Source: an optimization exercise on an open RTL-to-GDS flow (aim: small area, a short achievable clock period and few clock cycles per item). Production flows keep margins and buffers that such runs may drop. Function was checked by simulation only, so behaviour that the tests miss may differ from the original. No activity file was given, so power comes from the tool's default toggle rates.

==> design/flow/design.v <==
package smmba_pkg;
   localparam int GAS_W        = 16;
   localparam int TEMP_W       = 12;
   localparam int HUMIN_W      = 10;
   localparam int HUMID_W      = 7;
   localparam int SLOT_W       = 5;
   localparam int BYTE_W       = 8;
   localparam int POS_W        = 9;
   localparam int ACC_W        = 13;
   localparam int RECENT_DEPTH = 32;
   localparam logic [GAS_W-1:0]         GAS_MIN_RESET   = 16'd5000;
   localparam logic signed [TEMP_W-1:0] TEMP_MIN_RESET  = 12'sd1000;
   localparam logic [HUMID_W-1:0]       HUMID_MIN_RESET = 7'd100;
   localparam logic [7:0] HUMID_RECIP  = 8'd205;
   localparam int         HUMID_SHIFT  = 11;
   localparam int         HUMID_PROD_W = HUMIN_W + 8;
endpackage
module sensor_min_max_block_average (
   input  logic                                clock,
   input  logic                                reset,
   input  logic                                req_valid,
   output logic                                req_ready,
   input  logic [smmba_pkg::SLOT_W-1:0]        req_sample_slot,
   input  logic [smmba_pkg::GAS_W-1:0]         req_gas_ppm,
   input  logic signed [smmba_pkg::TEMP_W-1:0] req_temperature,
   input  logic [smmba_pkg::HUMIN_W-1:0]       req_humidity,
   output logic                                rsp_valid,
   input  logic                                rsp_ready,
   output logic [smmba_pkg::GAS_W-1:0]         rsp_gas_max,
   output logic [smmba_pkg::GAS_W-1:0]         rsp_gas_min,
   output logic signed [smmba_pkg::TEMP_W-1:0] rsp_temp_max,
   output logic signed [smmba_pkg::TEMP_W-1:0] rsp_temp_min,
   output logic [smmba_pkg::HUMID_W-1:0]       rsp_humid_max,
   output logic [smmba_pkg::HUMID_W-1:0]       rsp_humid_min,
   output logic                                rsp_average_valid,
   output logic [smmba_pkg::BYTE_W-1:0]        rsp_average_value,
   output logic [smmba_pkg::POS_W-1:0]         rsp_history_position
);
   localparam int SLOT_W  = smmba_pkg::SLOT_W;
   localparam int BYTE_W  = smmba_pkg::BYTE_W;
   localparam int ACC_W   = smmba_pkg::ACC_W;
   localparam int GAS_W   = smmba_pkg::GAS_W;
   localparam int TEMP_W  = smmba_pkg::TEMP_W;
   localparam int HUMIN_W = smmba_pkg::HUMIN_W;
   localparam int HUMID_W = smmba_pkg::HUMID_W;
   localparam int POS_W   = smmba_pkg::POS_W;
   localparam int KEY_W   = 10;
   localparam int WORD_W  = SLOT_W + GAS_W + TEMP_W + KEY_W;
   localparam logic [KEY_W-1:0] KEY_MIN_RESET = {3'd6, 3'd1, 4'd8};
   function automatic logic [5:0] div5_hi(input logic [4:0] g);
      logic [4:0] a;
      logic [44:0] t;
      logic [5:0] y;
      begin
         a = g;
         t[0] = a[2] & a[1];
         t[1] = ~(a[3] & t[0]);
         t[2] = a[3] | a[2];
         y[5] = a[4] & t[2];
         t[3] = ~(t[1] & y[5]);
         t[4] = a[2] | a[1];
         t[5] = a[3] & t[4];
         t[6] = a[4] | t[5];
         y[4] = t[3] & t[6];
         t[7] = a[1] | ~(a[3]);
         t[8] = a[2] & t[7];
         t[9] = a[3] | ~(a[1]);
         t[10] = a[0] | ~(t[9]);
         t[11] = ~(t[8] & t[10]);
         t[12] = a[2] | t[7];
         t[13] = ~(t[11] & t[12]);
         t[14] = a[4] | t[13];
         t[15] = a[0] | t[4];
         t[16] = a[3] & t[15];
         t[17] = t[16] & ~(t[0]);
         t[18] = t[17] | ~(y[5]);
         y[3] = t[14] & t[18];
         t[19] = t[8] & ~(a[0]);
         t[20] = t[8] & ~(t[10]);
         t[21] = a[2] | ~(a[0]);
         t[22] = t[7] | t[21];
         t[23] = t[20] | ~(t[22]);
         t[24] = t[21] | ~(t[9]);
         t[25] = a[0] | ~(a[2]);
         t[26] = ~(t[7] & t[21]);
         t[27] = ~(t[25] & t[26]);
         t[28] = ~(a[4] & t[27]);
         t[29] = t[24] & ~(t[27]);
         y[2] = a[4] ? t[29] : t[23];
         t[30] = t[9] | ~(t[21]);
         t[31] = t[7] ? t[21] : t[25];
         t[32] = t[9] | ~(t[25]);
         t[33] = t[31] | ~(t[9]);
         t[34] = a[4] & t[30];
         t[35] = ~(t[33] & t[34]);
         t[36] = t[7] | ~(t[21]);
         t[37] = ~(t[32] & t[36]);
         t[38] = a[4] | t[37];
         y[1] = t[35] & t[38];
         t[39] = t[19] | t[28];
         t[40] = ~(t[22] & t[25]);
         t[41] = ~(t[9] & t[40]);
         t[42] = t[25] & ~(t[26]);
         t[43] = ~(a[4] | t[42]);
         t[44] = ~(t[41] & t[43]);
         y[0] = ~(t[39] & t[44]);
         div5_hi = y;
      end
   endfunction
   function automatic logic [3:0] div5_lo(input logic [2:0] r, input logic [3:0] g);
      logic [6:0] a;
      logic [47:0] t;
      logic [3:0] y;
      begin
         a = {r, g};
         t[0] = ~(a[3] | a[4]);
         t[1] = a[5] & ~(t[0]);
         t[2] = a[3] & a[2];
         t[3] = ~(a[4] & t[2]);
         t[4] = ~(t[1] & t[3]);
         t[5] = a[3] | a[2];
         t[6] = a[4] & t[5];
         t[7] = a[5] | t[6];
         t[8] = t[4] & t[7];
         y[2] = a[6] | t[8];
         t[9] = a[2] & a[1];
         t[10] = ~(a[3] & t[9]);
         t[11] = ~(t[6] & t[10]);
         t[12] = a[2] | a[1];
         t[13] = a[3] & t[12];
         t[14] = a[4] | t[13];
         t[15] = t[11] & t[14];
         t[16] = a[5] | t[15];
         t[17] = a[4] & ~(t[2]);
         t[18] = a[3] | t[12];
         t[19] = ~(t[17] & t[18]);
         t[20] = ~(t[1] & t[19]);
         t[21] = t[16] & t[20];
         t[22] = a[3] | t[9];
         y[3] = a[6] | t[1];
         t[23] = a[3] | ~(t[12]);
         y[1] = a[6] ? t[22] : t[21];
         t[24] = a[1] | a[0];
         t[25] = a[2] | a[0];
         t[26] = a[0] | t[12];
         t[27] = t[22] | ~(t[26]);
         t[28] = t[12] & t[25];
         t[29] = ~(a[3] & t[28]);
         t[30] = ~(t[27] & t[29]);
         t[31] = a[3] & ~(t[9]);
         t[32] = ~(t[26] & t[31]);
         t[33] = ~(t[6] & t[32]);
         t[34] = ~(a[2] & t[24]);
         t[35] = ~(t[0] & t[34]);
         t[36] = ~(a[0] & t[9]);
         t[37] = ~(t[13] & t[36]);
         t[38] = a[4] | t[37];
         t[39] = t[33] & t[38];
         t[40] = t[35] & t[39];
         t[41] = t[23] | ~(t[36]);
         t[42] = ~(t[17] & t[41]);
         t[43] = a[4] | t[34];
         t[44] = ~(t[0] & t[28]);
         t[45] = t[43] & t[44];
         t[46] = ~(t[42] & t[45]);
         t[47] = a[5] ? t[46] : t[40];
         y[0] = a[6] ? t[30] : t[47];
         div5_lo = y;
      end
   endfunction
   function automatic logic [2*smmba_pkg::ACC_W-1:0] csa(input logic [smmba_pkg::ACC_W-1:0] a,
                                                          input logic [smmba_pkg::ACC_W-1:0] b,
                                                          input logic [smmba_pkg::ACC_W-1:0] c,
                                                          input logic                       cin);
      logic [smmba_pkg::ACC_W-1:0] sm;
      logic [smmba_pkg::ACC_W-1:0] cy;
      begin
         sm  = a ^ b ^ c;
         cy  = (a & b) | (a & c) | (b & c);
         csa = {sm, cy[smmba_pkg::ACC_W-2:0], cin};
      end
   endfunction
   function automatic logic [smmba_pkg::ACC_W-1:0] ks_add(input logic [smmba_pkg::ACC_W-1:0] a,
                                                          input logic [smmba_pkg::ACC_W-1:0] b);
      logic [smmba_pkg::ACC_W-1:0] g;
      logic [smmba_pkg::ACC_W-1:0] p;
      logic [smmba_pkg::ACC_W-1:0] gn;
      logic [smmba_pkg::ACC_W-1:0] pn;
      begin
         g = a & b;
         p = a ^ b;
         for (int d = 1; d < smmba_pkg::ACC_W; d = d * 2) begin
            gn = g;
            pn = p;
            for (int i = d; i < smmba_pkg::ACC_W; i++) begin
               gn[i] = g[i] | (p[i] & g[i-d]);
               pn[i] = p[i] & p[i-d];
            end
            g = gn;
            p = pn;
         end
         ks_add = (a ^ b) ^ {g[smmba_pkg::ACC_W-2:0], 1'b0};
      end
   endfunction
   logic                       word_valid;
   logic [WORD_W-1:0]          word;
   logic                       skid_valid;
   logic [WORD_W-1:0]          skid;
   logic [WORD_W-1:0]          in_word;
   logic                       word_free;
   logic                       out_valid;
   logic [GAS_W-1:0]           max_gas, min_gas;
   logic signed [TEMP_W-1:0]   max_temp, min_temp;
   logic [HUMID_W-1:0]         max_humid, min_humid;
   logic [KEY_W-1:0]           max_key, min_key;
   logic [BYTE_W-1:0]          recent [smmba_pkg::RECENT_DEPTH];
   logic [ACC_W-1:0]           rest_add;
   logic [BYTE_W-1:0]          rest_sub;
   logic                       avg_valid;
   logic [BYTE_W-1:0]          avg_value;
   logic [POS_W-1:0]           position;
   logic                       take;
   logic [SLOT_W-1:0]          w_slot;
   logic [GAS_W-1:0]           w_gas;
   logic signed [TEMP_W-1:0]   w_temp;
   logic [KEY_W-1:0]           w_key;
   logic [5:0]                 in_key_hi;
   logic                       slot_zero;
   logic [HUMID_W-1:0]         humid_pct;
   logic [BYTE_W-1:0]          new_byte;
   logic [BYTE_W-1:0]          old_byte;
   logic [BYTE_W-1:0]          wr_byte;
   logic [2*ACC_W-1:0]         block_cs;
   logic [ACC_W-1:0]           block_sum;
   assign in_key_hi = div5_hi(req_humidity[9:5]);
   assign in_word   = {req_sample_slot, req_gas_ppm, req_temperature, in_key_hi, req_humidity[4:1]};
   assign req_ready = !skid_valid;
   assign take      = word_valid && (!out_valid || rsp_ready);
   assign word_free = take || !word_valid;
   always_ff @(posedge clock) begin
      if (reset) begin
         word_valid <= 1'b0;
         skid_valid <= 1'b0;
      end else if (word_free) begin
         word_valid <= skid_valid || req_valid;
         skid_valid <= 1'b0;
      end else if (req_valid) begin
         skid_valid <= 1'b1;
      end
   end
   always_ff @(posedge clock) begin
      if (word_free) begin
         word <= skid_valid ? skid : in_word;
      end
   end
   always_ff @(posedge clock) begin
      if (!skid_valid) begin
         skid <= in_word;
      end
   end
   assign {w_slot, w_gas, w_temp, w_key} = word;
   assign humid_pct = {w_key[9:7], div5_lo(w_key[6:4], w_key[3:0])};
   assign slot_zero = (w_slot == '0);
   assign new_byte  = w_gas[BYTE_W+SLOT_W-1:SLOT_W];
   assign old_byte  = recent[w_slot];
   assign block_cs  = csa(rest_add, ~(ACC_W'(rest_sub)), ACC_W'(new_byte), 1'b1);
   assign block_sum = ks_add(block_cs[2*ACC_W-1:ACC_W], block_cs[ACC_W-1:0]);
   always_ff @(posedge clock) begin
      if (reset) begin
         out_valid <= 1'b0;
      end else if (take) begin
         out_valid <= 1'b1;
      end else if (rsp_ready) begin
         out_valid <= 1'b0;
      end
   end
   always_ff @(posedge clock) begin
      if (reset) begin
         max_gas   <= '0;
         min_gas   <= smmba_pkg::GAS_MIN_RESET;
         max_temp  <= '0;
         min_temp  <= smmba_pkg::TEMP_MIN_RESET;
         max_humid <= '0;
         min_humid <= smmba_pkg::HUMID_MIN_RESET;
         max_key   <= '0;
         min_key   <= KEY_MIN_RESET;
         avg_valid <= 1'b0;
         avg_value <= '0;
         position  <= '1;
      end else if (take) begin
         if (w_gas > max_gas)                  max_gas   <= w_gas;
         if (w_gas < min_gas)                  min_gas   <= w_gas;
         if (w_temp > max_temp)                max_temp  <= w_temp;
         if (w_temp < min_temp)                min_temp  <= w_temp;
         if (w_key > max_key) begin
            max_key   <= w_key;
            max_humid <= humid_pct;
         end
         if (w_key < min_key) begin
            min_key   <= w_key;
            min_humid <= humid_pct;
         end
         avg_valid <= slot_zero;
         avg_value <= slot_zero ? block_sum[ACC_W-1:SLOT_W] : '0;
         if (slot_zero) position <= position + 1'b1;
      end
   end
   always_ff @(posedge clock) begin
      if (reset) begin
         rest_add <= '0;
         rest_sub <= '0;
      end else if (take && !slot_zero) begin
         rest_add <= block_sum;
         rest_sub <= old_byte;
      end
   end
   assign wr_byte = new_byte & {BYTE_W{!reset}};
   always_ff @(posedge clock) begin
      for (int i = 0; i < smmba_pkg::RECENT_DEPTH; i++) begin
         if (reset || (take && w_slot == SLOT_W'(i))) begin
            recent[i] <= wr_byte;
         end
      end
   end
   assign rsp_valid            = out_valid;
   assign rsp_gas_max          = max_gas;
   assign rsp_gas_min          = min_gas;
   assign rsp_temp_max         = max_temp;
   assign rsp_temp_min         = min_temp;
   assign rsp_humid_max        = max_humid;
   assign rsp_humid_min        = min_humid;
   assign rsp_average_valid    = avg_valid;
   assign rsp_average_value    = avg_value;
   assign rsp_history_position = avg_valid ? position : '0;
endmodule
==> design/flow/flow/run.sh <==
#!/bin/bash
# The standard layout (standard.sh, unchanged synthesis and steps), with
# the port buffers inserted as the smallest buffer cell; repair upsizes the
# ones on critical paths. Each tool's output goes to standard.log.
set -o pipefail
export BUFFER_PORTS_ARGS="-buffer_cell sky130_fd_sc_hd__buf_1"
bash standard.sh > standard.log 2>&1
==> design/flow/standard.sh <==
#!/bin/bash
# synth_recipe.tcl (not shown) runs the flow's synth.tcl, then flattens the netlist and writes it again
# the make line also repeats each setting of config.mk as NAME=value (left out here)
make -C /OpenROAD-flow-scripts/flow DESIGN_CONFIG=/design/flow/config.mk WORK_HOME=/design/flow/orfs CLKGATE_MAP_FILE= SYNTH_SCRIPT=/design/flow/synth_recipe.tcl "${@:-finish}"
==> design/flow/config.mk <==
export PLATFORM = sky130hd
export DESIGN_NAME = sensor_min_max_block_average
export DESIGN_NICKNAME = sensor_min_max_block_average
export VERILOG_FILES = /design/flow/design.v
export SDC_FILE = /design/flow/constraint.sdc
export NUM_CORES = 4
export LEC_CHECK = 0
export CAP_MARGIN = 5
export CORE_MARGIN = 2
export CORE_UTILIZATION = 40
export SETUP_SLACK_MARGIN = 4.5
export SLEW_MARGIN = 5
==> design/flow/constraint.sdc <==
create_clock -name core_clock -period 7.0 [get_ports {clock}]
set_input_delay 1.4000 -clock core_clock [delete_from_list [all_inputs] [get_ports {clock}]]
set_output_delay 1.4000 -clock core_clock [all_outputs]
set_load 0.01 [all_outputs]
==> run_results.csv, run 1 <==
group,metric,value,unit
clock_network,ctsRootBufferMaster,"sky130_fd_sc_hd__clkbuf_16",
floorplanning,initial_utilization,40.4,%
global_route,grt_pass1_wl,87900,um
clock_network,clock-sinks,460,
worst_setup_path,worst-path-stages,10,
logic_synthesis,count_of_flip_flops_with_a_built_in_enable_after_synthesis,291,
timing,max_freq,357,MHz
timing,setup_violators_final,0,
timing,grt_setup_unrepaired,"yes",
floorplanning,fp-row-count,82,
logic_synthesis,ys_types,74,
outcome,run_status,"no timing/DRC/antenna violations",
logic_synthesis,postSynth.asyncResetShare,0,%
clock_network,cts_made_buffers,48,
routing,antenna_violating_nets_post_route,0,
timing,hold_slack,0.457,ns
placement,dpl.hpwl,36600,um
clock_network,ctsLongestPathBuffers,3,
global_route,first_global_vias,14400,
floorplanning,core_area,50100,um2
floorplanning,fp.dieW,229,um
final_layout,mostFrequentLayoutCells,"291 x sky130_fd_sc_hd__edfxtp_1, 126 x sky130_fd_sc_hd__nand2_1, 112 x sky130_fd_sc_hd__inv_1, 90 x sky130_fd_sc_hd__dfxtp_1, 89 x sky130_fd_sc_hd__buf_4",
timing,timing.slew.headroom,32.5,%
routing,vias,14900,
final_layout,final_area,25100,um2
power_and_ir_drop,cellPowerDensity,272,nW/um2
timing,post-route-period-util,40.0,%
worst_setup_path,startpoint_type,"flop",
timing,tightestPinTransition,1.01,ns
floorplanning,die_height,229,um
worst_setup_path,r2r.worst_path.cells,10,
placement,dpl_cell_area,21700,um2
clock_network,cts_max_level,2,
clock_network,clock_insertion_delay_worst_skew,0.63,ns
routing,wl,59000,um
logic_synthesis,ys_seq_elements,460,
final_layout,antenna-diode-count,0,
floorplanning,boundaryPins,137,
logic_synthesis,syn_avg_cell_area,11.7,um2
routing,firstDrtPassIters,5,
placement,io_buffer_count,135,
floorplanning,die_area,52400,um2
power_and_ir_drop,p_leak,9.56,nW
logic_synthesis,sequential_area_share_after_synthesis,59.9,%
clock_network,clock_tree_from_tritoncts,"yes",
worst_setup_path,cp_num_buf_inv,3,
global_route,grt_overflow_total,0,
worst_setup_path,crit_path_max_fanout,7,
final_layout,area.growth.synth_to_final,23.7,%
timing,fin_crit,2.80,ns
routing,drtIter0Drc,1433,
logic_synthesis,synth_cells,1736,
timing,timing_max_transition_violations_final,0,
hold_path,min_path_type,"reg2reg",
worst_setup_path,cp.required,7.49,ns
global_route,number_of_antenna_violations_at_the_first_check_in_global_routing,1,
final_layout,final_core_utilization,50.0,%
worst_setup_path,cp_data_arrival_time,3.29,ns
final_layout,fin_nets,2077,
clock_network,clk_transition_reported_paths,0.06,ns
worst_setup_path,worstSetupPathType,"reg2reg",
worst_setup_path,critPathTopFamily,"adder cells",
timing,final.setup_skew,0.0498,ns
power_and_ir_drop,irDropWorstVdd,235,uV
worst_setup_path,critical_path.cell_chain,"inv_2 -> fa_1 -> inv_1 -> ha_1 -> nand2_1 -> o21ai_2 -> a41o_1 -> a211oi_4 -> buf_4 -> o311ai_2",
worst_setup_path,critPathMaxStageDelay,0.49,ns
routing,wl_per_cell,22.3,um
timing,totalNegativeSetupSlack,0,ns
final_layout,final_common_cell,"sky130_fd_sc_hd__edfxtp_1",
final_layout,final_layout_size_suffix_gt1_share,28.3,%
routing,drc,0,
routing,avgViaCountPerCell,5.62,
placement,gp_congestion,0.864,
logic_synthesis,synth_nets,1877,
worst_setup_path,critical_path_slowest_stage_cell,"sky130_fd_sc_hd__fa_1",
global_route,grt_start_max_net_pins,67,
logic_synthesis,synth_area,20200,um2
run,maxCapViolCount,0,
logic_synthesis,ys_warn_count,2,
hold_path,timing.hold.worst_path_depth,2,
final_layout,layout.filler_cells,4439,
timing,finalHoldViolCount,0,
logic_synthesis,ys.flop_type,"sky130_fd_sc_hd__edfxtp_1",
global_route,track_usage,21.9,%
worst_setup_path,timing.critical_path.to_type,"flop",
==> layer usage <==
layer | wire length (um) | GRT usage [%] | vias up
li1 | - | - | 6832
met1 | 24700 | 29.3 | 7369
met2 | 27800 | 35.2 | 565
met3 | 4540 | 4.89 | 116
met4 | 1970 | 7.83 | 2
met5 | 13 | 0 | -
==> per-stage QoR <==
| stage | total power, W | cells | setup slack [ns] |
|---|---|---|---|
| finish | 0.00683 | 2648 | 4.20 |
| detailed placement | 0.00406 | 2469 | 3.17 |
| floorplan | 0.00381 | 1736 | 4.36 |
| global placement | 0.00403 | 2469 | 3.21 |
| global route | 0.00709 | 2648 | 4.10 |
| CTS | 0.00675 | 2607 | 4.23 |
==> final timing paths <==
kind	startpoint	end	slack [ns]
setup / recovery	word[34]	avg_value[7]	4.20
hold / removal	rest_add[1]	rest_add[1]	0.46
setup reg to reg	word[34]	avg_value[7]	4.20
hold reg to reg	rest_add[1]	rest_add[1]	0.46
==> report_power, final <==
part | total (W) | switching [W] | internal, W
registers | 0.00316 | 0.0000907 | 0.00307
logic | 0.00112 | 0.000662 | 0.000457
clock network | 0.00254 | 0.00111 | 0.00143
total | 0.00683 | 0.00187 | 0.00496
==> logic make-up (layout without fill, tap and decap cells) <==
| logic type | count (synthesis) | after routing | synth area share [%] |
|---|---|---|---|
| AO/OA/AOI/OAI | 378 | 384 | 12.5 |
| multiplexers | 108 | 109 | 5.70 |
| AND/OR/NAND/NOR | 471 | 474 | 11.1 |
| XOR/XNOR | 11 | 11 | 0.476 |
| flip-flops | 460 | 460 | 59.9 |
| adder cells (fa/ha/maj) | 95 | 95 | 6.19 |
| buffers and inverters | 213 | 443 | 4.23 |
==> layout make-up <==
| type | instances | area [um2] | share of cell area (%) |
|---|---|---|---|
| multi-input combinational | 1073 | 8280 | 33.0 |
| tap | 672 | 841 | 3.36 |
| inverter | 124 | 484 | 1.93 |
| sequential | 460 | 12200 | 48.8 |
| clock inverter | 27 | 262 | 1.04 |
| clock buffer | 63 | 1300 | 5.18 |
| timing repair inverter | 1 | 8.76 | 0.0350 |
| timing repair buffer | 228 | 1660 | 6.62 |
==> worst reg2reg max path, stage by stage (launching register included) <==
cell and delay, ns:
sky130_fd_sc_hd__edfxtp_1 0.43, sky130_fd_sc_hd__inv_2 0.11, sky130_fd_sc_hd__fa_1 0.49, sky130_fd_sc_hd__inv_1 0.04
sky130_fd_sc_hd__ha_1 0.43, sky130_fd_sc_hd__nand2_1 0.16, sky130_fd_sc_hd__o21ai_2 0.34, sky130_fd_sc_hd__a41o_1 0.28
sky130_fd_sc_hd__a211oi_4 0.05, sky130_fd_sc_hd__buf_4 0.16, sky130_fd_sc_hd__o311ai_2 0.20
==> what timing repair did <==
action                                  in CTS  in global routing
hold buffers                                 0                  0
endpoints found under the setup margin     443                271
cloned                                       4                  7
pin swaps                                   33                 23
resized for setup                          266                125
setup buffers                               44                 34
==> Yosys cell counts (6+ instances only) <==
library cell / instances / area [um2]
sky130_fd_sc_hd__o21ai_0: 74 / 370
sky130_fd_sc_hd__nor2b_1: 17 / 106
sky130_fd_sc_hd__nor2_1: 118 / 443
sky130_fd_sc_hd__a22o_1: 11 / 96.3
sky130_fd_sc_hd__ha_1: 85 / 1060
sky130_fd_sc_hd__a211oi_1: 15 / 113
sky130_fd_sc_hd__nand3_1: 50 / 250
sky130_fd_sc_hd__buf_4: 6 / 45.0
sky130_fd_sc_hd__nand3b_1: 8 / 60.1
sky130_fd_sc_hd__nor3_1: 25 / 125
sky130_fd_sc_hd__nand4_1: 25 / 156
sky130_fd_sc_hd__nor4_1: 7 / 43.8
sky130_fd_sc_hd__nand2b_1: 15 / 93.8
sky130_fd_sc_hd__a31oi_1: 12 / 75.1
sky130_fd_sc_hd__nand2_1: 154 / 578
sky130_fd_sc_hd__buf_1: 9 / 33.8
sky130_fd_sc_hd__a22oi_1: 67 / 503
sky130_fd_sc_hd__clkbuf_1: 57 / 214
sky130_fd_sc_hd__fa_1: 9 / 180
sky130_fd_sc_hd__nor3b_1: 6 / 45.0
sky130_fd_sc_hd__and3_1: 13 / 81.3
sky130_fd_sc_hd__and2_1: 10 / 62.6
sky130_fd_sc_hd__xnor2_1: 6 / 52.6
sky130_fd_sc_hd__mux2i_1: 58 / 581
sky130_fd_sc_hd__a32oi_1: 9 / 78.8
sky130_fd_sc_hd__o211ai_1: 8 / 60.1
sky130_fd_sc_hd__edfxtp_1: 291 / 8740
sky130_fd_sc_hd__inv_1: 124 / 465
sky130_fd_sc_hd__buf_2: 15 / 75.1
sky130_fd_sc_hd__dfxtp_1: 169 / 3380
sky130_fd_sc_hd__mux2_2: 49 / 552
sky130_fd_sc_hd__a21oi_1: 92 / 460
sky130_fd_sc_hd__o311ai_0: 14 / 123
sky130_fd_sc_hd__a21o_1: 18 / 135
==> state kept, by name, summed over array words and instances, names as in the netlist <==
| signal | flops |
|---|---|
| avg_valid | 1 |
| avg_value | 8 |
| max_gas | 16 |
| max_humid | 4 |
| max_key | 10 |
| max_temp | 12 |
| min_gas | 16 |
| min_humid | 4 |
| min_key | 10 |
| min_temp | 12 |
| out_valid | 1 |
| position | 9 |
| recent | 248 |
| rest_add | 13 |
| rest_sub | 8 |
| skid | 43 |
| skid_valid | 1 |
| word | 43 |
| word_valid | 1 |
Testbench counts, summed over its fixed seeds: cycles 16,400, items 16,384.
==> run 2, diff against run 1 <==
--- a/design/flow/config.mk
+++ b/design/flow/config.mk
@@ -5,8 +5,8 @@
 export SDC_FILE = /design/flow/constraint.sdc
 export NUM_CORES = 4
 export LEC_CHECK = 0
-export CAP_MARGIN = 5
+export CAP_MARGIN = 20
 export CORE_MARGIN = 2
 export CORE_UTILIZATION = 40
 export SETUP_SLACK_MARGIN = 4.5
-export SLEW_MARGIN = 5
+export SLEW_MARGIN = 20
==> run_results.csv, run 2 <==
group,metric,value,unit
power_and_ir_drop,report.power.total,0.00683,W
timing,post-route-period-util,40.0,%
global_route,track_usage,21.9,%
routing,drc,0,
global_route,first_global_vias,14400,
worst_setup_path,crit_path_max_fanout,7,
routing,wl_per_cell,22.3,um
floorplanning,die_height,229,um
global_route,number_of_antenna_violations_at_the_first_check_in_global_routing,1,
timing,max_freq,357,MHz
routing,firstDrtPassIters,5,
placement,dpl.hpwl,36600,um
final_layout,mostFrequentLayoutCells,"291 x sky130_fd_sc_hd__edfxtp_1, 126 x sky130_fd_sc_hd__nand2_1, 112 x sky130_fd_sc_hd__inv_1, 90 x sky130_fd_sc_hd__dfxtp_1, 89 x sky130_fd_sc_hd__buf_4",
final_layout,final_layout_size_suffix_gt1_share,28.3,%
logic_synthesis,count_of_flip_flops_with_a_built_in_enable_after_synthesis,291,
clock_network,ctsLongestPathBuffers,3,
clock_network,clk_transition_reported_paths,0.06,ns
clock_network,clock_tree_from_tritoncts,"yes",
floorplanning,core_area,50100,um2
clock_network,cts_max_level,2,
global_route,grt_pass1_wl,87900,um
timing,setup_violators_final,0,
logic_synthesis,ys.flop_type,"sky130_fd_sc_hd__edfxtp_1",
routing,wl,59000,um
floorplanning,boundaryPins,137,
final_layout,final_common_cell,"sky130_fd_sc_hd__edfxtp_1",
worst_setup_path,timing.critical_path.to_type,"flop",
logic_synthesis,synth_area,20200,um2
floorplanning,fp-row-count,82,
hold_path,min_path_type,"reg2reg",
final_layout,area.growth.synth_to_final,23.7,%
floorplanning,die_area,52400,um2
power_and_ir_drop,cellPowerDensity,272,nW/um2
logic_synthesis,area_share_of_and_or_nand_nor_cells_after_synthesis,11.1,%
clock_network,clock_insertion_delay_worst_skew,0.63,ns
clock_network,cts_made_buffers,48,
routing,drtIter0Drc,1433,
logic_synthesis,ys_seq_elements,460,
worst_setup_path,startpoint_type,"flop",
power_and_ir_drop,irDropWorstVdd,235,uV
logic_synthesis,synthXorXnorAreaFrac,0.476,%
placement,gp_congestion,0.864,
timing,totalNegativeSetupSlack,0,ns
logic_synthesis,synthMuxAreaShare,5.70,%
outcome,run_status,"no timing/DRC/antenna violations",
final_layout,top_register,"recent",
run,maxCapViolCount,0,
clock_network,ctsRootBufferMaster,"sky130_fd_sc_hd__clkbuf_16",
logic_synthesis,synth_top_family_by_area,"compound AO/OA/AOI/OAI gates",
timing,tightestPinTransition,1.01,ns
logic_synthesis,synth_top_area_cell,"sky130_fd_sc_hd__edfxtp_1",
final_layout,antenna-diode-count,0,
worst_setup_path,cp_data_arrival_time,3.29,ns
final_layout,largest_register_ff_count,248,
logic_synthesis,syn_avg_cell_area,11.7,um2
logic_synthesis,yosys.cell_count.top_type,"sky130_fd_sc_hd__edfxtp_1",
routing,vias,14900,
final_layout,fin_nets,2077,
worst_setup_path,cp.required,7.49,ns
logic_synthesis,sequential_area_share_after_synthesis,59.9,%
timing,finalHoldViolCount,0,
floorplanning,fp.dieW,229,um
placement,io_buffer_count,135,
routing,avgViaCountPerCell,5.62,
logic_synthesis,yosys.area.top_type_share,43.2,%
logic_synthesis,synth_compound_gate_area_share,12.5,%
worst_setup_path,worstSetupPathType,"reg2reg",
logic_synthesis,synth_cells,1736,
logic_synthesis,post_synth_main_area_contributors,"sky130_fd_sc_hd__edfxtp_1 43%, sky130_fd_sc_hd__dfxtp_1 17%, sky130_fd_sc_hd__ha_1 5.3%, sky130_fd_sc_hd__mux2i_1 2.9%, sky130_fd_sc_hd__nand2_1 2.9%",
logic_synthesis,ys_types,74,
clock_network,postCtsHoldBufs,0,
timing,fin_crit,2.80,ns
global_route,grt_start_max_net_pins,67,
final_layout,top_regs,"recent (248), skid (43), word (43)",
logic_synthesis,ys_warn_count,2,
timing,final.setup_skew,0.0498,ns
timing,timing_max_transition_violations_final,0,
floorplanning,initial_utilization,40.4,%
logic_synthesis,postSynth.asyncResetShare,0,%
logic_synthesis,synth_nets,1877,
timing,grt_setup_unrepaired,"yes",
logic_synthesis,synth_commonest_cells,"291 x sky130_fd_sc_hd__edfxtp_1, 169 x sky130_fd_sc_hd__dfxtp_1, 154 x sky130_fd_sc_hd__nand2_1",
power_and_ir_drop,p_leak,9.56,nW
logic_synthesis,synth_fa_ha_area_share,6.19,%
global_route,grt_overflow_total,0,
routing,antenna_violating_nets_post_route,0,
timing,timing.slew.headroom,32.5,%
clock_network,clock-sinks,460,
==> run 2: cell counts after synthesis <==
Identical to the previous run, type by type.
==> run 2: cell type report <==
class	count	area, um2
Tap cell	672	841
Sequential cell	460	12200
Clock inverter	27	262
Timing Repair inverter	1	8.76
Fill cell	4439	25000
Clock buffer	63	1300
Inverter	124	484
Multi-Input combinational cell	1073	8280
Timing Repair Buffer	228	1660
==> run 2: per-layer routing <==
| layer | global-route usage (%) | part of all wire [%] | vias up |
|---|---|---|---|
| met1 | 29.3 | 42 | 7369 |
| met2 | 35.2 | 47 | 565 |
| li1 | - | - | 6832 |
| met3 | 4.89 | 7.7 | 116 |
| met5 | 0 | 0.022 | - |
| met4 | 7.83 | 3.3 | 2 |
==> run 2: final timing paths <==
kind | cells past startpoint | slack (ns) | endpoint | from
worst max-delay path | 10 | 4.20 | avg_value[7] | word[34]
worst min-delay path | 2 | 0.46 | rest_add[1] | rest_add[1]
worst max register to register | 10 | 4.20 | avg_value[7] | word[34]
worst min register to register | 2 | 0.46 | rest_add[1] | rest_add[1]
==> run 2: cells by family (layout without fill, tap and decap cells) <==
| logic type | after synthesis | count (layout) |
|---|---|---|
| compound gates | 378 | 384 |
| xor+xnor | 11 | 11 |
| mux | 108 | 109 |
| buf+inv | 213 | 443 |
| flops | 460 | 460 |
| fa+ha+maj | 95 | 95 |
| simple gates | 471 | 474 |
==> run 2: critical path, stage by stage, from the launching register on <==
cell	delay (ns)
sky130_fd_sc_hd__edfxtp_1	0.43
sky130_fd_sc_hd__inv_2	0.11
sky130_fd_sc_hd__fa_1	0.49
sky130_fd_sc_hd__inv_1	0.04
sky130_fd_sc_hd__ha_1	0.43
sky130_fd_sc_hd__nand2_1	0.16
sky130_fd_sc_hd__o21ai_2	0.34
sky130_fd_sc_hd__a41o_1	0.28
sky130_fd_sc_hd__a211oi_4	0.05
sky130_fd_sc_hd__buf_4	0.16
sky130_fd_sc_hd__o311ai_2	0.20
==> run 2: per-stage QoR <==
stage / utilization (%) / instance area (um2) / hold WS (ns) / worst slack, ns / instances
after floorplan: - / 20700 / 0.423 / 4.36 / 1736
after global placement: 43.3 / 21700 / 0.442 / 3.21 / 2469
after detailed placement: 43.3 / 21700 / 0.448 / 3.17 / 2469
after CTS: 48.4 / 24200 / 0.457 / 4.23 / 2607
after global routing: 50.0 / 25100 / 0.483 / 4.10 / 2648
final: 50.0 / 25100 / 0.457 / 4.20 / 2648
==> run 2: timing repair <==
| action | CTS | global route |
|---|---|---|
| gates resized for setup | 266 | 125 |
| pin swaps | 33 | 23 |
| gates cloned | 4 | 7 |
| endpoints found under the setup margin | 443 | 271 |
| setup buffers | 44 | 34 |
==> run 2: power by group <==
| part | internal, W | switching (W) | leakage [nW] |
|---|---|---|---|
| combinational | 0.000457 | 0.000662 | 4.41 |
| clock | 0.00143 | 0.00111 | 0.765 |
| sequential | 0.00307 | 0.0000907 | 4.39 |
==> run 3, diff against run 2 <==
--- a/design/flow/config.mk
+++ b/design/flow/config.mk
@@ -8,5 +8,6 @@
 export CAP_MARGIN = 20
 export CORE_MARGIN = 2
 export CORE_UTILIZATION = 40
-export SETUP_SLACK_MARGIN = 4.5
+export SETUP_SLACK_MARGIN = 4.6
 export SLEW_MARGIN = 20
+export TNS_END_PERCENT = 50
==> run_results.csv, run 3 <==
group,metric,value,unit
outcome,run_status,"no timing/DRC/antenna violations",
floorplanning,fp-row-count,82,
logic_synthesis,yosys.area.top_type_share,43.2,%
worst_setup_path,worstSetupPathType,"reg2reg",
power_and_ir_drop,p_clk_share,37.4,%
worst_setup_path,critical_path.cell_chain,"inv_2 -> fa_1 -> inv_2 -> buf_4 -> ha_4 -> nor2b_4 -> o31ai_4 -> a211oi_2 -> a21oi_2 -> or4_1 -> o311ai_1",
logic_synthesis,yosys.cell_count.top_type,"sky130_fd_sc_hd__edfxtp_1",
final_layout,largest_register_ff_count,248,
timing,grt_setup_unrepaired,"yes",
timing,timing.slew.headroom,28.6,%
global_route,track_usage,21.2,%
routing,drtIter0Drc,1451,
worst_setup_path,startpoint_type,"flop",
final_layout,final_common_cell,"sky130_fd_sc_hd__edfxtp_1",
routing,antenna_violating_nets_post_route,0,
placement,dpl.hpwl,36500,um
logic_synthesis,ys_warn_count,2,
logic_synthesis,synth_top_area_cell,"sky130_fd_sc_hd__edfxtp_1",
logic_synthesis,postSynth.asyncResetShare,0,%
clock_network,ctsLongestPathBuffers,3,
placement,gp_congestion,0.885,
clock_network,clock_tree_from_tritoncts,"yes",
worst_setup_path,critPathMaxStageDelay,0.49,ns
hold_path,min_path_type,"reg2reg",
timing,fin_crit,2.77,ns
floorplanning,core_area,50100,um2
routing,drc,0,
power_and_ir_drop,internal-power,0.00506,W
clock_network,cts_made_buffers,50,
logic_synthesis,syn_avg_cell_area,11.7,um2
logic_synthesis,synth_area,20200,um2
clock_network,ctsRootBufferMaster,"sky130_fd_sc_hd__clkbuf_16",
floorplanning,initial_utilization,40.4,%
final_layout,mostFrequentLayoutCells,"291 x sky130_fd_sc_hd__edfxtp_1, 134 x sky130_fd_sc_hd__nand2_1, 126 x sky130_fd_sc_hd__dfxtp_1, 112 x sky130_fd_sc_hd__inv_1, 98 x sky130_fd_sc_hd__buf_4",
power_and_ir_drop,combPwrFrac,16.8,%
routing,avgViaCountPerCell,5.63,
routing,wl_per_cell,22.0,um
logic_synthesis,sequential_area_share_after_synthesis,59.9,%
timing,max_freq,361,MHz
timing,tightestPinTransition,1.07,ns
floorplanning,boundaryPins,137,
worst_setup_path,critical_path_slowest_stage_cell,"sky130_fd_sc_hd__fa_1",
power_and_ir_drop,power_switching_share,26.8,%
final_layout,top_register,"recent",
clock_network,clock_insertion_delay_worst_skew,0.60,ns
logic_synthesis,ys.flop_type,"sky130_fd_sc_hd__edfxtp_1",
routing,wl,59000,um
worst_setup_path,cp.required,7.49,ns
logic_synthesis,synth_commonest_cells,"291 x sky130_fd_sc_hd__edfxtp_1, 169 x sky130_fd_sc_hd__dfxtp_1, 154 x sky130_fd_sc_hd__nand2_1",
timing,totalNegativeSetupSlack,0,ns
clock_network,clock-sinks,460,
global_route,number_of_antenna_violations_at_the_first_check_in_global_routing,0,
floorplanning,die_height,229,um
placement,io_buffer_count,135,
run,maxCapViolCount,0,
hold_path,worst_hold_startpoint,"skid[4]",
power_and_ir_drop,p_leak,9.66,nW
final_layout,area.growth.synth_to_final,26.1,%
worst_setup_path,timing.critical_path.to_type,"flop",
clock_network,clk_transition_reported_paths,0.06,ns
worst_setup_path,source_of_the_critical_timing_path,"word[28]",
power_and_ir_drop,seq_power_share,45.8,%
global_route,grt_overflow_total,0,
final_layout,final_layout_size_suffix_gt1_share,25.7,%
logic_synthesis,count_of_flip_flops_with_a_built_in_enable_after_synthesis,291,
worst_setup_path,cp_num_buf_inv,3,
worst_setup_path,worst_path_most_repeated_cell,"sky130_fd_sc_hd__inv_2",
logic_synthesis,post_synth_main_area_contributors,"sky130_fd_sc_hd__edfxtp_1 43%, sky130_fd_sc_hd__dfxtp_1 17%, sky130_fd_sc_hd__ha_1 5.3%, sky130_fd_sc_hd__mux2i_1 2.9%, sky130_fd_sc_hd__nand2_1 2.9%",
timing,timing_max_transition_violations_final,0,
final_layout,layout.filler_cells,4330,
clock_network,postCtsHoldBufs,0,
routing,vias,15100,
routing,firstDrtPassIters,5,
global_route,first_global_vias,14300,
final_layout,final-seq-area,12200,um2
power_and_ir_drop,power.switching,0.00185,W
timing,post-route-period-util,39.5,%
floorplanning,fp.dieW,229,um
final_layout,multi_input_comb_area,8400,um2
final_layout,antenna-diode-count,0,
final_layout,top_regs,"recent (248), skid (43), word (43)",
global_route,grt_start_max_net_pins,81,
power_and_ir_drop,cellPowerDensity,271,nW/um2
final_layout,fin_nets,2107,
timing,setup_violators_final,0,
timing,final.setup_skew,0.0364,ns
worst_setup_path,reg2reg_setup_slack,4.23,ns
placement,pre_cts_setup_slack,3.31,ns
timing,finalHoldViolCount,0,
power_and_ir_drop,irDropWorstVdd,198,uV
global_route,grt_pass1_wl,85900,um
logic_synthesis,ys_seq_elements,460,
timing,layout_setup_ws,4.23,ns
floorplanning,die_area,52400,um2
logic_synthesis,synth_nets,1877,
logic_synthesis,synth_cells,1736,
logic_synthesis,ys_types,74,
worst_setup_path,worstReg2RegStart,"word[28]",
worst_setup_path,crit_path_max_fanout,2,
worst_setup_path,critPathTopFamily,"adder cells",
clock_network,cts_max_level,2,
worst_setup_path,cp_data_arrival_time,3.26,ns
## run 3: per-stage QoR
| stage | std cells | cell area [um2] | util (%) | power, W | hold WS [ns] |
|---|---|---|---|---|---|
| global placement | 2470 | 21500 | 43.0 | 0.00402 | 0.441 |
| floorplan | 1736 | 20500 | - | 0.00380 | 0.423 |
| finish | 2680 | 25500 | 51.0 | 0.00691 | 0.455 |
| detailed placement | 2470 | 21500 | 43.0 | 0.00405 | 0.444 |
| CTS | 2618 | 24100 | 48.1 | 0.00678 | 0.458 |
| global route | 2680 | 25500 | 51.0 | 0.00718 | 0.484 |
## run 3: final cells by class
class	instances	area share [%]
clock buffer	65	5.36
multi-input combinational	1070	32.9
timing repair buffer	260	7.92
inverter	124	1.85
sequential	460	47.7
tap	672	3.29
clock inverter	29	0.931
## run 3: cell families after synthesis
kind of cell               count (synthesis)  share of synthesized area [%]
adders and majority gates                 95                           6.19
AOI/OAI and AO/OA                        378                           12.5
muxes                                    108                           5.70
buffers and inverters                    213                           4.23
DFF                                      460                           59.9
xor gates and xnor gates                  11                          0.476
and+or+nand+nor                          471                           11.1
## run 3: layer usage
metal	global-route usage (%)	share of wire, %
met3	3.66	7.7
met5	0	0
met4	8.56	3.5
met1	28.5	42
met2	34.2	47
## run 3: worst reg2reg max path, cell delays in order, from the launching register on
cell and delay [ns]:
sky130_fd_sc_hd__edfxtp_1 0.43, sky130_fd_sc_hd__inv_2 0.07, sky130_fd_sc_hd__fa_1 0.49, sky130_fd_sc_hd__inv_2 0.05, sky130_fd_sc_hd__buf_4 0.14, sky130_fd_sc_hd__ha_4 0.25, sky130_fd_sc_hd__nor2b_4 0.18, sky130_fd_sc_hd__o31ai_4 0.10
sky130_fd_sc_hd__a211oi_2 0.29, sky130_fd_sc_hd__a21oi_2 0.10, sky130_fd_sc_hd__or4_1 0.50, sky130_fd_sc_hd__o311ai_1 0.11
## run 3: path summary, 6_finish.rpt
path | cells after the start | end
max | 11 | rest_add[11]
min | 2 | skid[4]
max reg2reg | 11 | rest_add[11]
min reg2reg | 2 | skid[4]
## run 3: repair_timing
| action | CTS | global route |
|---|---|---|
| gates resized for setup | 140 | 282 |
| setup endpoints to repair | 460 | 356 |
| pin swaps | 33 | 34 |
| buffers inserted | 53 | 53 |
| gates cloned | 1 | 8 |
## run 3: power groups by stage
stage	clock network, W	registers [W]	logic (W)
after global routing	0.00274	0.00318	0.00126
after global placement	0	0.00322	0.000807
after floorplan	0	0.00319	0.000606
after CTS	0.00263	0.00316	0.000994
final	0.00259	0.00316	0.00116
after detailed placement	0	0.00322	0.000825
==> run 4, diff against run 3 <==
--- a/design/flow/config.mk
+++ b/design/flow/config.mk
@@ -8,6 +8,5 @@
 export CAP_MARGIN = 20
 export CORE_MARGIN = 2
 export CORE_UTILIZATION = 40
-export SETUP_SLACK_MARGIN = 4.6
+export SETUP_SLACK_MARGIN = 4.0
 export SLEW_MARGIN = 20
-export TNS_END_PERCENT = 50
==> run_results.csv, run 4 <==
group,metric,value,unit
floorplanning,die_height,229,um
run,maxCapViolCount,0,
logic_synthesis,count_of_flip_flops_with_a_built_in_enable_after_synthesis,291,
floorplanning,boundaryPins,137,
global_route,first_global_vias,14200,
final_layout,antenna-diode-count,0,
floorplanning,core_area,50100,um2
final_layout,final_core_utilization,46.4,%
routing,avgViaCountPerCell,5.63,
worst_setup_path,cp.required,7.46,ns
clock_network,clk_transition_reported_paths,0.06,ns
placement,dpl.hpwl,36700,um
worst_setup_path,crit_path_max_fanout,11,
global_route,grt_pass1_wl,85000,um
routing,vias,14500,
clock_network,clock_tree_from_tritoncts,"yes",
worst_setup_path,critical_path_slowest_stage_cell,"sky130_fd_sc_hd__edfxtp_1",
logic_synthesis,yosys.cell_count.top_type,"sky130_fd_sc_hd__edfxtp_1",
worst_setup_path,timing.critical_path.to_type,"flop",
routing,firstDrtPassIters,5,
clock_network,ctsRootBufferMaster,"sky130_fd_sc_hd__clkbuf_16",
power_and_ir_drop,power.switching,0.00176,W
timing,totalNegativeSetupSlack,0,ns
clock_network,ctsLongestPathBuffers,3,
hold_path,timing.hold.worst_path_depth,2,
logic_synthesis,postSynth.asyncResetShare,0,%
floorplanning,fp-row-count,82,
final_layout,final_layout_size_suffix_gt1_share,11.1,%
hold_path,min_path_type,"reg2reg",
floorplanning,die_area,52400,um2
logic_synthesis,syn_avg_cell_area,11.7,um2
power_and_ir_drop,p_leak,8.65,nW
timing,tightestPinTransition,0.989,ns
clock_network,cts_made_buffers,50,
timing,grt_setup_unrepaired,"yes",
final_layout,area.growth.synth_to_final,14.7,%
final_layout,fin_nets,2007,
logic_synthesis,post_synth_main_area_contributors,"sky130_fd_sc_hd__edfxtp_1 43%, sky130_fd_sc_hd__dfxtp_1 17%, sky130_fd_sc_hd__ha_1 5.3%, sky130_fd_sc_hd__mux2i_1 2.9%, sky130_fd_sc_hd__nand2_1 2.9%",
power_and_ir_drop,internal-power,0.00487,W
power_and_ir_drop,cellPowerDensity,285,nW/um2
floorplanning,initial_utilization,40.4,%
worst_setup_path,r2r.worst_path.cells,6,
timing,hold_slack,0.453,ns
routing,drc,0,
worst_setup_path,critPathMaxStageDelay,0.68,ns
final_layout,final_common_cell,"sky130_fd_sc_hd__edfxtp_1",
placement,dpl_cell_area,21400,um2
timing,max_freq,328,MHz
final_layout,largest_register_ff_count,248,
logic_synthesis,sequential_area_share_after_synthesis,59.9,%
global_route,number_of_antenna_violations_at_the_first_check_in_global_routing,0,
power_and_ir_drop,p_clk_share,39.2,%
power_and_ir_drop,irDropWorstVdd,189,uV
worst_setup_path,worstSetupPathType,"reg2reg",
clock_network,clock_insertion_delay_worst_skew,0.62,ns
logic_synthesis,yosys.area.top_type_share,43.2,%
logic_synthesis,synth_cells,1736,
logic_synthesis,ys.flop_type,"sky130_fd_sc_hd__edfxtp_1",
power_and_ir_drop,seq_power_share,47.8,%
power_and_ir_drop,power_switching_share,26.5,%
timing,finalHoldViolCount,0,
floorplanning,fp.dieW,229,um
global_route,grt_start_max_net_pins,74,
final_layout,top_register,"recent",
global_route,grt_overflow_total,0,
logic_synthesis,ys_warn_count,2,
routing,drtIter0Drc,1316,
placement,pre_cts_setup_slack,2.79,ns
final_layout,mostFrequentLayoutCells,"291 x sky130_fd_sc_hd__edfxtp_1, 168 x sky130_fd_sc_hd__dfxtp_1, 153 x sky130_fd_sc_hd__nand2_1, 134 x sky130_fd_sc_hd__buf_1, 123 x sky130_fd_sc_hd__inv_1",
timing,final.setup_skew,0.0363,ns
routing,antenna_violating_nets_post_route,0,
outcome,run_status,"no timing/DRC/antenna violations",
clock_network,cts_max_level,2,
timing,timing_max_transition_violations_final,0,
timing,post-route-period-util,43.5,%
final_layout,final_area,23200,um2
global_route,track_usage,21.0,%
power_and_ir_drop,combPwrFrac,13.1,%
final_layout,top_regs,"recent (248), skid (43), word (43)",
placement,gp_congestion,0.864,
worst_setup_path,critical_path.cell_chain,"nand2b_1 -> nor2_1 -> a22oi_1 -> nand4_1 -> nor4_1 -> a211oi_1",
logic_synthesis,ys_types,74,
logic_synthesis,synth_commonest_cells,"291 x sky130_fd_sc_hd__edfxtp_1, 169 x sky130_fd_sc_hd__dfxtp_1, 154 x sky130_fd_sc_hd__nand2_1",
logic_synthesis,ys_seq_elements,460,
routing,wl_per_cell,21.6,um
routing,wl,55700,um
timing,timing.slew.headroom,33.7,%
clock_network,postCtsHoldBufs,0,
timing,setup_violators_final,0,
placement,io_buffer_count,135,
worst_setup_path,startpoint_type,"flop",
worst_setup_path,cp_data_arrival_time,3.51,ns
logic_synthesis,synth_nets,1877,
logic_synthesis,synth_area,20200,um2
timing,fin_crit,3.05,ns
clock_network,clock-sinks,460,
timing,layout_setup_ws,3.95,ns
logic_synthesis,synth_top_area_cell,"sky130_fd_sc_hd__edfxtp_1",
[run 4: cell counts after synthesis]
Identical to the previous run, type by type.
[run 4: worst paths after layout]
| kind | startpoint | to | slack (ns) |
|---|---|---|---|
| max | word[42] | rest_sub[2] | 3.95 |
| min | rest_add[4] | rest_add[4] | 0.45 |
| max reg2reg | word[42] | rest_sub[2] | 3.95 |
| min reg2reg | rest_add[4] | rest_add[4] | 0.45 |
[run 4: power by group through the flow]
| stage | logic, W | registers, W | clock network, W |
|---|---|---|---|
| 2_1_floorplan | 0.000584 | 0.00319 | 0 |
| 3_5_place_dp | 0.000815 | 0.00322 | 0 |
| 3_3_place_gp | 0.000792 | 0.00322 | 0 |
| 5_1_grt | 0.000965 | 0.00318 | 0.00276 |
| 4_1_cts | 0.000846 | 0.00316 | 0.00264 |
| 6_report | 0.000867 | 0.00316 | 0.00259 |
[run 4: worst max-delay path, delay by kind of cell (launching register included)]
kind             cells  cell delay [ns]
AO/OA/AOI/OAI        2             0.56
flip-flops           1             0.68
AND/OR/NAND/NOR      4             1.66
[run 4: cell type report]
type	instances	area, um2
multi-input cells	1063	7420
well taps	672	841
inverters	124	473
repair buffers	167	762
clock inverters	26	273
clock buffers	67	1350
flip-flops and latches	460	12100
fillers	4586	26800
[run 4: stage by stage]
step,total power (W),std cells
2_1_floorplan,0.00377,1736
3_3_place_gp,0.00401,2478
3_5_place_dp,0.00404,2478
4_1_cts,0.00664,2576
5_1_grt,0.00690,2579
6_report,0.00662,2579
[run 4: cells by family after synthesis]
logic type               after synthesis  share of synthesized area, %
XOR/XNOR                              11                         0.476
AND/OR/NAND/NOR                      471                          11.1
buffers and inverters                213                          4.23
adder cells (fa/ha/maj)               95                          6.19
multiplexers                         108                          5.70
flip-flops                           460                          59.9
AO/OA/AOI/OAI                        378                          12.5
[run 4: routing by layer]
metal	vias to the layer above	share of wire (%)	global-route usage (%)
met4	0	3.6	8.30
li1	6665	-	-
met2	631	47	34.2
met1	7103	42	28.3
met3	111	7.3	3.16
met5	-	0	0
[run 4: repair_timing]
action	in CTS	in global routing
hold endpoints to repair	0	0
pin swaps	1	5
setup buffers	5	1
setup endpoints to repair	236	107
gates resized for setup	16	16
==> run 5, diff against run 4 <==
--- a/design/flow/config.mk
+++ b/design/flow/config.mk
@@ -8,5 +8,5 @@
 export CAP_MARGIN = 20
 export CORE_MARGIN = 2
 export CORE_UTILIZATION = 40
-export SETUP_SLACK_MARGIN = 4.0
+export SETUP_SLACK_MARGIN = 4.2
 export SLEW_MARGIN = 20
==> run_results.csv, run 5 <==
group,metric,value,unit
outcome,run_status,"no timing/DRC/antenna violations",
worst_setup_path,worstSetupPathType,"reg2reg",
floorplanning,initial_utilization,40.4,%
logic_synthesis,count_of_flip_flops_with_a_built_in_enable_after_synthesis,291,
logic_synthesis,ys_warn_count,2,
worst_setup_path,critical_path_slowest_stage_cell,"sky130_fd_sc_hd__fa_1",
timing,timing.slew.headroom,37.5,%
final_layout,final-instance-count-excl-fill,2584,
logic_synthesis,yosys.cell_count.top_type,"sky130_fd_sc_hd__edfxtp_1",
final_layout,layout.filler_cells,4613,
timing,timing_max_transition_violations_final,0,
final_layout,fin_nets,2018,
timing,setup_violators_final,0,
routing,drc,0,
routing,wl_per_cell,21.8,um
routing,route.met3.wl,4180,um
floorplanning,die_area,52400,um2
global_route,first_global_vias,13800,
power_and_ir_drop,cellPowerDensity,284,nW/um2
final_layout,mostFrequentLayoutCells,"291 x sky130_fd_sc_hd__edfxtp_1, 167 x sky130_fd_sc_hd__dfxtp_1, 146 x sky130_fd_sc_hd__nand2_1, 134 x sky130_fd_sc_hd__buf_1, 115 x sky130_fd_sc_hd__inv_1",
power_and_ir_drop,p_leak,8.73,nW
routing,wl_met2,26200,um
placement,dpl.hpwl,36700,um
floorplanning,core_area,50100,um2
power_and_ir_drop,seq_power_share,47.3,%
worst_setup_path,cp.required,7.47,ns
global_route,grt_overflow_total,0,
logic_synthesis,sequential_area_share_after_synthesis,59.9,%
timing,max_freq,355,MHz
placement,dp.cells,2483,
final_layout,final_layout_size_suffix_gt1_share,13.3,%
global_route,track_usage,21.2,%
power_and_ir_drop,p_clk_share,38.7,%
logic_synthesis,ys_seq_elements,460,
timing,post-route-period-util,40.2,%
logic_synthesis,synth_top_area_cell,"sky130_fd_sc_hd__edfxtp_1",
routing,drtIter0Drc,1512,
timing,totalNegativeSetupSlack,0,ns
final_layout,top_register,"recent",
final_layout,antenna-diode-count,0,
run,maxCapViolCount,0,
clock_network,ctsLongestPathBuffers,3,
worst_setup_path,timing.critical_path.to_type,"flop",
routing,wl,56400,um
floorplanning,die_height,229,um
routing,firstDrtPassIters,5,
power_and_ir_drop,irDropWorstVdd,186,uV
floorplanning,fp-row-count,82,
clock_network,clk_transition_reported_paths,0.06,ns
routing,route.top_layer_used,"met4",
routing,avgViaCountPerCell,5.60,
clock_network,postCtsHoldBufs,0,
floorplanning,boundaryPins,137,
clock_network,clock-sinks,460,
power_and_ir_drop,power_switching_share,25.7,%
timing,grt_setup_unrepaired,"yes",
final_layout,final_core_utilization,47.1,%
final_layout,largest_register_ff_count,248,
power_and_ir_drop,power.switching,0.00172,W
placement,gp_congestion,0.896,
worst_setup_path,critPathMaxStageDelay,0.57,ns
placement,io_buffer_count,135,
logic_synthesis,postSynth.asyncResetShare,0,%
worst_setup_path,reg2reg_setup_slack,4.18,ns
logic_synthesis,ys.flop_type,"sky130_fd_sc_hd__edfxtp_1",
hold_path,min_path_type,"reg2reg",
clock_network,clock_tree_from_tritoncts,"yes",
power_and_ir_drop,internal-power,0.00496,W
routing,vias,14500,
global_route,grt_pass1_wl,85300,um
clock_network,clock_insertion_delay_worst_skew,0.60,ns
logic_synthesis,ys_types,74,
routing,antenna_violating_nets_post_route,0,
logic_synthesis,synth_commonest_cells,"291 x sky130_fd_sc_hd__edfxtp_1, 169 x sky130_fd_sc_hd__dfxtp_1, 154 x sky130_fd_sc_hd__nand2_1",
timing,final.setup_skew,0.0250,ns
final_layout,top_regs,"recent (248), skid (43), word (43)",
logic_synthesis,synth_area,20200,um2
worst_setup_path,startpoint_type,"flop",
routing,wl_met1,24500,um
clock_network,ctsRootBufferMaster,"sky130_fd_sc_hd__clkbuf_16",
logic_synthesis,yosys.area.top_type_share,43.2,%
timing,tightestPinTransition,0.936,ns
clock_network,cts_max_level,2,
logic_synthesis,syn_avg_cell_area,11.7,um2
clock_network,cts_made_buffers,47,
final_layout,final_common_cell,"sky130_fd_sc_hd__edfxtp_1",
global_route,number_of_antenna_violations_at_the_first_check_in_global_routing,0,
timing,fin_crit,2.82,ns
global_route,grt_start_max_net_pins,71,
logic_synthesis,synth_nets,1877,
worst_setup_path,crit_path_max_fanout,3,
timing,finalHoldViolCount,0,
logic_synthesis,synth_cells,1736,
final_layout,area.growth.synth_to_final,16.4,%
power_and_ir_drop,combPwrFrac,14.0,%
logic_synthesis,post_synth_main_area_contributors,"sky130_fd_sc_hd__edfxtp_1 43%, sky130_fd_sc_hd__dfxtp_1 17%, sky130_fd_sc_hd__ha_1 5.3%, sky130_fd_sc_hd__mux2i_1 2.9%, sky130_fd_sc_hd__nand2_1 2.9%",
floorplanning,fp.dieW,229,um
worst_setup_path,cp_data_arrival_time,3.29,ns
worst_setup_path,critical_path.cell_chain,"inv_2 -> fa_1 -> inv_1 -> fa_2 -> a211oi_2 -> o211ai_1 -> a41o_1 -> a211oi_4 -> a21oi_1 -> a31o_2",
## run 5: changes by cell type in the layout (fill, tap and decap cells not counted), sizes merged
cell      change
bufbuf        +2
clkbuf        -6
clkinv        -5
clkinvlp      -1
buf          +13
bufinv        +3
inv           -1
## run 5: repair_timing
item | CTS | global route
cloned | 2 | 0
endpoints found under the hold margin | 0 | 0
buffers inserted | 8 | 6
gates resized for setup | 33 | 43
pin swaps | 6 | 11
setup endpoints to repair | 251 | 181
## run 5: final timing paths
kind,startpoint,cells past startpoint,endpoint
hold reg to reg,skid[4],2,skid[4]
hold / removal,skid[4],2,skid[4]
setup / recovery,word[27],10,rest_add[12]
setup reg to reg,word[27],10,rest_add[12]
## run 5: cells by family after synthesis
group	share of synthesized area (%)
compound gates	12.5
fa+ha+maj	6.19
xor+xnor	0.476
flops	59.9
buf+inv	4.23
simple gates	11.1
mux	5.70
## run 5: final cells by class
cell class	instances	area [um2]	area share, %
Sequential cell	460	12100	51.5
Multi-Input combinational cell	1063	7590	32.2
Clock buffer	62	1310	5.54
Timing Repair Buffer	181	953	4.05
Tap cell	672	841	3.57
Inverter	124	470	2.00
Clock inverter	22	279	1.18
## run 5: metal layers
metal  global-route usage (%)  up-vias
li1                         -     6680
met4                     6.82        0
met2                     33.9      554
met3                     3.57       85
met1                     29.3     7140
met5                        0        -
## run 5: through the flow
stage / total power (W) / area (um2) / hold slack [ns] / worst slack [ns]
final: 0.00668 / 23600 / 0.453 / 4.18
after global routing: 0.00695 / 23600 / 0.478 / 4.06
after CTS: 0.00666 / 23400 / 0.455 / 4.16
after detailed placement: 0.00404 / 21500 / 0.442 / 3.25
after global placement: 0.00402 / 21500 / 0.440 / 3.28
after floorplan: 0.00378 / 20300 / 0.423 / 3.98
## run 5: critical path: cells and delay by family, from the launching register on
| kind | cells | cell delay [ns] |
|---|---|---|
| DFF | 1 | 0.41 |
| buffers and inverters | 2 | 0.15 |
| adders and majority gates | 2 | 0.94 |
| AOI/OAI and AO/OA | 6 | 1.23 |
## run 5: power by group through the flow
stage	clock network [W]	logic, W	registers (W)
after detailed placement	0	0.000826	0.00322
after floorplan	0	0.000592	0.00319
final	0.00259	0.000936	0.00316
after global placement	0	0.000806	0.00321
after CTS	0.00263	0.000871	0.00316
after global routing	0.00274	0.00103	0.00318
==> run 6, diff against run 5 <==
--- a/design/flow/config.mk
+++ b/design/flow/config.mk
@@ -7,6 +7,6 @@
 export LEC_CHECK = 0
 export CAP_MARGIN = 20
 export CORE_MARGIN = 2
-export CORE_UTILIZATION = 40
-export SETUP_SLACK_MARGIN = 4.2
+export CORE_UTILIZATION = 50
+export SETUP_SLACK_MARGIN = 4.35
 export SLEW_MARGIN = 20
==> run_results.csv, run 6 <==
group,metric,value,unit
worst_setup_path,r2r.worst_path.cells,10,
hold_path,min_path_type,"reg2reg",
routing,wl,56100,um
timing,final.setup_skew,0.0156,ns
final_layout,fin_nets,2031,
final_layout,final_layout_size_suffix_gt1_share,15.1,%
clock_network,ctsRootBufferMaster,"sky130_fd_sc_hd__clkbuf_16",
logic_synthesis,count_of_flip_flops_with_a_built_in_enable_after_synthesis,291,
power_and_ir_drop,p_clk_share,37.0,%
clock_network,ctsLongestPathBuffers,3,
floorplanning,initial_utilization,50.8,%
logic_synthesis,ys_types,74,
final_layout,mostFrequentLayoutCells,"291 x sky130_fd_sc_hd__edfxtp_1, 160 x sky130_fd_sc_hd__dfxtp_1, 150 x sky130_fd_sc_hd__nand2_1, 124 x sky130_fd_sc_hd__buf_1, 116 x sky130_fd_sc_hd__inv_1",
final_layout,area.growth.synth_to_final,16.4,%
logic_synthesis,yosys.area.top_type_share,43.2,%
logic_synthesis,synth_top_area_cell,"sky130_fd_sc_hd__edfxtp_1",
floorplanning,fp-row-count,73,
final_layout,antenna-diode-count,0,
logic_synthesis,postSynth.asyncResetShare,0,%
clock_network,clock_insertion_delay_worst_skew,0.60,ns
final_layout,final_common_cell,"sky130_fd_sc_hd__edfxtp_1",
routing,drtIter0Drc,1387,
placement,io_buffer_count,135,
logic_synthesis,ys_warn_count,2,
routing,wl_per_cell,22.8,um
logic_synthesis,ys_seq_elements,460,
floorplanning,fp.dieW,205,um
floorplanning,boundaryPins,137,
clock_network,postCtsHoldBufs,0,
global_route,track_usage,26.4,%
outcome,run_status,"no timing/DRC/antenna violations",
global_route,grt_start_max_net_pins,58,
placement,dpl.hpwl,35800,um
timing,max_freq,353,MHz
worst_setup_path,reg2reg_setup_slack,4.17,ns
logic_synthesis,post_synth_main_area_contributors,"sky130_fd_sc_hd__edfxtp_1 43%, sky130_fd_sc_hd__dfxtp_1 17%, sky130_fd_sc_hd__ha_1 5.3%, sky130_fd_sc_hd__mux2i_1 2.9%, sky130_fd_sc_hd__nand2_1 2.9%",
global_route,grt_pass1_wl,83100,um
timing,layout_setup_ws,4.17,ns
logic_synthesis,syn_avg_cell_area,11.7,um2
timing,setup_violators_final,0,
logic_synthesis,synth_area,20200,um2
logic_synthesis,synth_nets,1877,
floorplanning,die_area,42100,um2
clock_network,clock-sinks,460,
timing,post-route-period-util,40.5,%
worst_setup_path,startpoint_type,"flop",
worst_setup_path,worstSetupPathType,"reg2reg",
power_and_ir_drop,cellPowerDensity,277,nW/um2
logic_synthesis,yosys.cell_count.top_type,"sky130_fd_sc_hd__edfxtp_1",
power_and_ir_drop,seq_power_share,48.4,%
worst_setup_path,cp_data_arrival_time,3.32,ns
routing,drc,0,
power_and_ir_drop,power_switching_share,26.5,%
global_route,number_of_antenna_violations_at_the_first_check_in_global_routing,0,
timing,timing.slew.headroom,36.0,%
timing,grt_setup_unrepaired,"yes",
final_layout,layout.filler_cells,3316,
clock_network,cts_max_level,2,
worst_setup_path,worstReg2RegStart,"word[28]",
routing,vias,14500,
timing,timing_max_transition_violations_final,0,
logic_synthesis,ys.flop_type,"sky130_fd_sc_hd__edfxtp_1",
routing,firstDrtPassIters,7,
final_layout,largest_register_ff_count,248,
routing,antenna_violating_nets_post_route,0,
power_and_ir_drop,irDropWorstVdd,212,uV
hold_path,whs_endpoint,"rest_add[0]",
worst_setup_path,r2r-end,"rest_add[12]",
clock_network,clk_transition_reported_paths,0.06,ns
placement,pre_cts_setup_slack,3.09,ns
global_route,grt_overflow_total,0,
power_and_ir_drop,power.switching,0.00173,W
timing,fin_crit,2.83,ns
placement,gp_congestion,0.868,
power_and_ir_drop,internal-power,0.00480,W
timing,totalNegativeSetupSlack,0,ns
logic_synthesis,synth_cells,1736,
floorplanning,core_area,39800,um2
logic_synthesis,synth_commonest_cells,"291 x sky130_fd_sc_hd__edfxtp_1, 169 x sky130_fd_sc_hd__dfxtp_1, 154 x sky130_fd_sc_hd__nand2_1",
power_and_ir_drop,combPwrFrac,14.6,%
final_layout,top_register,"recent",
power_and_ir_drop,p_leak,8.85,nW
run,maxCapViolCount,0,
routing,avgViaCountPerCell,5.89,
logic_synthesis,sequential_area_share_after_synthesis,59.9,%
timing,tightestPinTransition,0.958,ns
global_route,first_global_vias,13800,
worst_setup_path,cp.required,7.48,ns
floorplanning,die_height,205,um
timing,finalHoldViolCount,0,
clock_network,cts_made_buffers,48,
worst_setup_path,crit_path_max_fanout,4,
hold_path,timing.hold.worst_path_depth,2,
clock_network,clock_tree_from_tritoncts,"yes",
final_layout,top_regs,"recent (248), skid (43), word (43)",
hold_path,worst_hold_startpoint,"rest_add[0]",
worst_setup_path,timing.critical_path.to_type,"flop",
## run 6: cell families after synthesis
family | count (synthesis) | share of synthesized area [%]
xor gates and xnor gates | 11 | 0.476
buffers and inverters | 213 | 4.23
muxes | 108 | 5.70
DFF | 460 | 59.9
and+or+nand+nor | 471 | 11.1
adders and majority gates | 95 | 6.19
AOI/OAI and AO/OA | 378 | 12.5
## run 6: cell type report
cell class / count / area (um2) / share of cell area (%)
inverter: 124 / 470 / 2.00
sequential: 460 / 12100 / 51.5
clock buffer: 74 / 1380 / 5.86
timing repair buffer: 191 / 1110 / 4.73
clock inverter: 16 / 106 / 0.451
multi-input combinational: 1065 / 7690 / 32.7
tap: 525 / 657 / 2.79
## run 6: what timing repair did
| action | in CTS | in global routing |
|---|---|---|
| gates resized for setup | 69 | 49 |
| gates cloned | 3 | 1 |
| pin swaps | 13 | 11 |
| setup buffers | 20 | 12 |
| endpoints found under the setup margin | 581 | 241 |
## run 6: layer usage
| metal | track usage, % | vias to the layer above | wire length (um) |
|---|---|---|---|
| li1 | - | 6733 | - |
| met1 | 38.2 | 7084 | 24900 |
| met2 | 40.3 | 542 | 25300 |
| met3 | 5.34 | 96 | 4430 |
| met4 | 7.91 | 0 | 1370 |
| met5 | 0 | - | 0 |
## run 6: through the flow
step           total power, W  hold WS (ns)  instances  instance area (um2)  utilization, %
6_report              0.00653         0.455       2455                23600            59.2
3_5_place_dp          0.00405         0.451       2329                21300            53.6
2_1_floorplan         0.00379         0.423       1736                20400               -
4_1_cts               0.00650         0.458       2442                23300            58.4
3_3_place_gp          0.00402         0.439       2329                21300            53.6
5_1_grt               0.00679         0.485       2455                23600            59.2
## run 6: power by group through the flow
| stage | registers, W | logic, W | clock network (W) |
|---|---|---|---|
| floorplan | 0.00319 | 0.000598 | 0 |
| global placement | 0.00321 | 0.000813 | 0 |
| detailed placement | 0.00322 | 0.000832 | 0 |
| CTS | 0.00316 | 0.000895 | 0.00245 |
| global route | 0.00318 | 0.00105 | 0.00256 |
| finish | 0.00316 | 0.000956 | 0.00242 |
## run 6: critical path: stages (launching register included)
cell	delay, ns
sky130_fd_sc_hd__edfxtp_1	0.42
sky130_fd_sc_hd__inv_2	0.08
sky130_fd_sc_hd__fa_1	0.50
sky130_fd_sc_hd__inv_2	0.05
sky130_fd_sc_hd__fa_2	0.37
sky130_fd_sc_hd__a211oi_2	0.28
sky130_fd_sc_hd__o211ai_1	0.17
sky130_fd_sc_hd__a41o_1	0.28
sky130_fd_sc_hd__a211oi_4	0.30
sky130_fd_sc_hd__a21oi_2	0.08
sky130_fd_sc_hd__a31o_2	0.21
## run 6: worst max-delay path by stage
stage | startpoint | endpoint | slack, ns
6_report | word[28] | rest_add[12] | 4.17
5_1_grt | word[27] | rest_add[12] | 4.02
4_1_cts | word[27] | rest_add[12] | 4.16
3_5_place_dp | reset | recent[9][2] | 3.09
3_3_place_gp | reset | recent[9][5] | 3.12
2_1_floorplan | reset | recent[11][0] | 4.31

-- afterwards: timing with drivers on the ports --
Ports are ideal in the flow. The routed layouts listed here were re-timed in OpenROAD.
Step 1 sets driving cells, clkbuf_16 on the clock port and buf_2 on the other inputs (assumed; they add their load-dependent delay and slew).
Step 2 adds t to the input delays and takes it off the output delays; t is the mean of the earliest and latest rising clock arrival at the registers after step 1. Input paths then give back, and output paths get back, about the clock's delay inside the block.
Slacks: ideal / step 1 / step 2; pairs: ideal / step 1.
run	shift t [ns]	slack for setup (ns)	cell pins on the clock port's net
run 1	0.658	4.198 / 4.198 / 3.944	1
run 2	0.658	4.198 / 4.198 / 3.944	1
run 3	0.637	4.232 / 4.204 / 3.796	1
run 4	0.658	3.952 / 3.952 / 3.373	1
run 5	0.640	4.183 / 4.183 / 3.642	1
run 6	0.646	4.168 / 4.168 / 3.685	1
After both steps setup and hold are still met in every run listed. For run 4, which loses most, drivers alone change the setup slack by 0.000 ns; drivers and shift together by -0.579 ns.
